This design comes from an exercise in tuning for small area on the open sky130 flow, not from production work. In this exercise RTL edits were held to simulation tests only and were not proved equivalent to the original. No activity file was given, so power comes from the tool's default toggle rates.

// sccb_responder
module sccb_responder #(
  parameter logic [7:0] DEV_ID   = sccb_pkg::SCCB_DEF_ID,
  parameter int         FILT_LEN = 3
) (
  input  logic       CLK,
  input  logic       RST,
  input  logic       scl_i,
  input  logic       sda_i,
  input  logic [7:0] rd_addr,
  output logic       sda_oe,
  output logic       busy,
  output logic       wr_valid,
  output logic [7:0] wr_addr,
  output logic [7:0] wr_data,
  output logic [7:0] rd_data
);
  logic scl_lvl, scl_rise, scl_fall;
  logic sda_lvl, sda_rise, sda_fall;
  sccb_line_filter #(.FILT_LEN(FILT_LEN)) u_scl (
    .clk(CLK), .rst(RST), .din(scl_i),
    .level(scl_lvl), .rise(scl_rise), .fall(scl_fall)
  );
  sccb_line_filter #(.FILT_LEN(FILT_LEN)) u_sda (
    .clk(CLK), .rst(RST), .din(sda_i),
    .level(sda_lvl), .rise(sda_rise), .fall(sda_fall)
  );
  logic scl_edge, start, stop;
  assign scl_edge = scl_rise | scl_fall;
  assign start = sda_fall & scl_lvl & ~scl_edge;
  assign stop  = sda_rise & scl_lvl & ~scl_edge;
  sccb_pkg::sccb_state_t          state;
  logic [sccb_pkg::BIT_CNT_W-1:0] bitcnt;
  logic [7:0]           shreg;
  logic [7:0]           ptr;
  logic                 sda_oe_q;
  logic                 busy_q;
  logic                 wr_valid_q;
  logic [7:0]           wr_addr_q;
  logic [7:0]           wr_data_q;
  logic [7:0]           rd_data_q;
  logic                 rd_mode;
  logic                 mack;
  logic [7:0]           rf_rd;
  localparam int NPORT = 8;
  localparam int PSTEP = 256 / NPORT;
  logic [2047:0] ring;
  logic [7:0] off;
  logic       sweeping;
  logic [7:0] byte_in;
  logic       commit;
  logic [7:0] wpos;
  logic [7:0] wval;
  logic       wany;
  logic [7:0] fa;
  logic [7:0] fpos;
  logic [7:0] shadow;
  logic [7:0] hpos;
  logic [7:0] hraw;
  assign byte_in = {shreg[6:0], sda_lvl};
  assign commit  = ~RST & ~sweeping & scl_rise
  ...
Settings: LEC_CHECK=0, CAP_MARGIN=40, CORE_MARGIN=2, CORE_UTILIZATION=65, CTS_BUF_LIST=sky130_fd_sc_hd__clkbuf_16, CTS_CLUSTER_DIAMETER=60, CTS_CLUSTER_SIZE=30, PLACE_DENSITY=0.75, SLEW_MARGIN=30; clock period 10.0 ns.
run.sh (not shown) runs the stock make flow with config.mk's settings and CLKGATE_MAP_FILE= SYNTH_SCRIPT=/design/flow/synth_recipe.tcl, a recipe that flattens the netlist after the stock synthesis.
The baseline completed without violations.
Next try:
Settings changed: CORE_UTILIZATION 65 to 45, CTS_BUF_LIST sky130_fd_sc_hd__clkbuf_16 to not set, CTS_CLUSTER_DIAMETER 60 to not set, CTS_CLUSTER_SIZE 30 to not set, PLACE_DENSITY 0.75 to not set.
Result: The new run completed without violations. Cell area came out higher by 4.9%. Critical path depth came out higher by 1. Sequential power hardly moves. Non-clock buffer count came out higher by 9. First-iteration DRC count came out lower by 28%. Clock skew barely changes.
Next try:
Settings changed: CORE_UTILIZATION 45 to 65, CTS_BUF_LIST set to sky130_fd_sc_hd__clkbuf_8, CTS_CLUSTER_DIAMETER set to 50, CTS_CLUSTER_SIZE set to 20, PLACE_DENSITY set to 0.75.
Worst hold slack stays flat. Routed wire length came out lower by about 7%. Worst setup slack is worse by 0.011 ns. Power shrinks by about 20%. Sequential cell count is unchanged.

* * *

Another version of the RTL of sccb_responder (not shown whole).
For scale: roughly 4200 cells after synthesis, roughly 39 I/O pins.
Settings: LEC_CHECK=0, CAP_MARGIN=40, CORE_MARGIN=2, CORE_UTILIZATION=65, CTS_BUF_LIST=sky130_fd_sc_hd__clkbuf_8, CTS_CLUSTER_DIAMETER=50, CTS_CLUSTER_SIZE=20, PLACE_DENSITY=0.75, SLEW_MARGIN=30, SYNTH_HIERARCHICAL=1, SYNTH_MINIMUM_KEEP_SIZE=0; clock period 10.0 ns.
standard.sh (not shown) runs the stock make flow with config.mk's settings and CLKGATE_MAP_FILE= SYNTH_SCRIPT=/design/flow/synth_recipe.tcl, a recipe that flattens the netlist after the stock synthesis.
==> flow/flow/run.sh <==
#!/bin/bash
# The standard layout, with the port buffers made from the smallest buffer cell
# instead of the one buffer_ports picks by itself. Each tool's output goes to
# ORFS's own logs under orfs/logs; make's output goes to make_finish.log here.
set -euo pipefail
bash standard.sh finish "BUFFER_PORTS_ARGS=-buffer_cell sky130_fd_sc_hd__buf_1" > make_finish.log 2>&1
Next try:
==> flow/run.sh (new file) <==
#!/bin/bash
# synth_recipe.tcl (not shown) runs the flow's synth.tcl, then flattens the netlist and writes it again
# the make line also repeats each setting of config.mk as NAME=value (left out here)
make -C /OpenROAD-flow-scripts/flow DESIGN_CONFIG=/design/flow/config.mk WORK_HOME=/design/flow/orfs CLKGATE_MAP_FILE= SYNTH_SCRIPT=/design/flow/synth_recipe.tcl finish
removed: flow/flow/run.sh
removed: flow/standard.sh
After rerunning:
- worst setup slack gets worse by 0.64 ns
- design area went up by 0.34%
- global-route usage grows by 0.22 points
- wire length increases by 0.61%
- count of clock-buffer cells in the layout came out higher by 2
- non-clock buffer count is lower by 6
- final cell count is about the same
- synthesized area stays the same
- sequential share of layout area decreases by 0.23 points

* * *

== rev 12 ==
sccb_responder, a different RTL version from the one above (not shown whole).
Size in the first run: about 4000 cells after synthesis.
clock: 10.0 ns
lec_check: 0
cap_margin: 20
core_margin: 2
core_utilization: 65
cts_buf_list: sky130_fd_sc_hd__clkbuf_8
cts_cluster_diameter: 50
cts_cluster_size: 20
place_density: 0.75
slew_margin: 20
synth_hierarchical: 1
synth_minimum_keep_size: 0
==> flow/flow/run.sh <==
#!/bin/bash
# The standard layout with two changes: the port buffers are made from the
# smallest buffer cell instead of the one buffer_ports picks by itself, and
# clock tree synthesis inserts no dummy loads. Each tool's output goes to
# ORFS's own logs under orfs/logs; make's output goes to make_finish.log here.
set -euo pipefail
bash standard.sh finish \
  "BUFFER_PORTS_ARGS=-buffer_cell sky130_fd_sc_hd__buf_1" \
  "CTS_ARGS=-sink_clustering_enable -repair_clock_nets -sink_clustering_size 20 -sink_clustering_max_diameter 50 -buf_list sky130_fd_sc_hd__clkbuf_8 -dont_use_dummy_load" \
  > make_finish.log 2>&1
Rev 12 reached the final stage; the timing, design-rule and antenna checks on its layout passed.
Here is what was changed in the inputs of rev 13 compared with rev 12.
- SLEW_MARGIN now 0, was 20
- CAP_MARGIN now 0, was 20
[summary]
As far as total power is concerned, rev 13 and rev 12 perform about the same. Relative to rev 12, the starting DRC count in detailed routing measured on rev 13 has increased by a little under 10%. | rev 13 | all stages done | FAIL | max-capacitance violations, max-slew violations |. Wire length in rev 13 vs rev 12: up about 0.36%. Rev 13 vs. rev 12: wire length on met2 essentially unchanged; area added between synthesis and finish about even; final cycle utilization of the critical path lower. The internal power of rev 13 and that of rev 12 are within noise of each other. On area taken by multi-input logic gates, rev 12 tracks rev 13 almost exactly. Rev 13 against rev 12: delay of the slowest critical-path stage shrank by 20 ps, worst setup slack moved up.

re-timing with driven ports:
No port has a modelled driver above. Below, the same layouts with a new extraction and two added sets of constraints.
Step 1 (the two cells are an assumption about what drives the block):
set clk [get_ports {CLK}]
set_driving_cell -lib_cell sky130_fd_sc_hd__clkbuf_16 $clk
set_driving_cell -lib_cell sky130_fd_sc_hd__buf_2 [delete_from_list [all_inputs] $clk]
Step 2 adds t to the input delays and takes it off the output delays; t is the mean of the earliest and latest rising clock arrival at the registers after step 1. Input paths then give back, and output paths get back, about the clock's delay inside the block.
a / b / c = ideal ports / drivers / drivers and shift; a / b = the first two.
run	shift t [ns]	slack for setup (ns)	worst setup path at the end	clock arrival spread, ns
the first run of note 1	0.794	3.998 / 4.033 / 3.239	input to register	0.047 / 0.046
the second run of note 1	0.867	4.148 / 4.194 / 3.327	input to register	0.039 / 0.039
the third run of note 1	0.910	4.137 / 4.169 / 3.259	input to register	0.052 / 0.052
the first run of note 2	0.919	2.583 / 2.624 / 1.704	input to register	0.044 / 0.045
the second run of note 2	0.913	1.940 / 1.981 / 1.067	input to register	0.053 / 0.053
rev 12	0.898	1.671 / 1.716 / 0.818	input to register	0.079 / 0.079
rev 13	0.911	1.689 / 1.739 / 0.827	input to register	0.086 / 0.087
For the first run of note 2, which loses most, drivers alone change the setup slack by +0.041 ns; drivers and shift together by -0.879 ns.
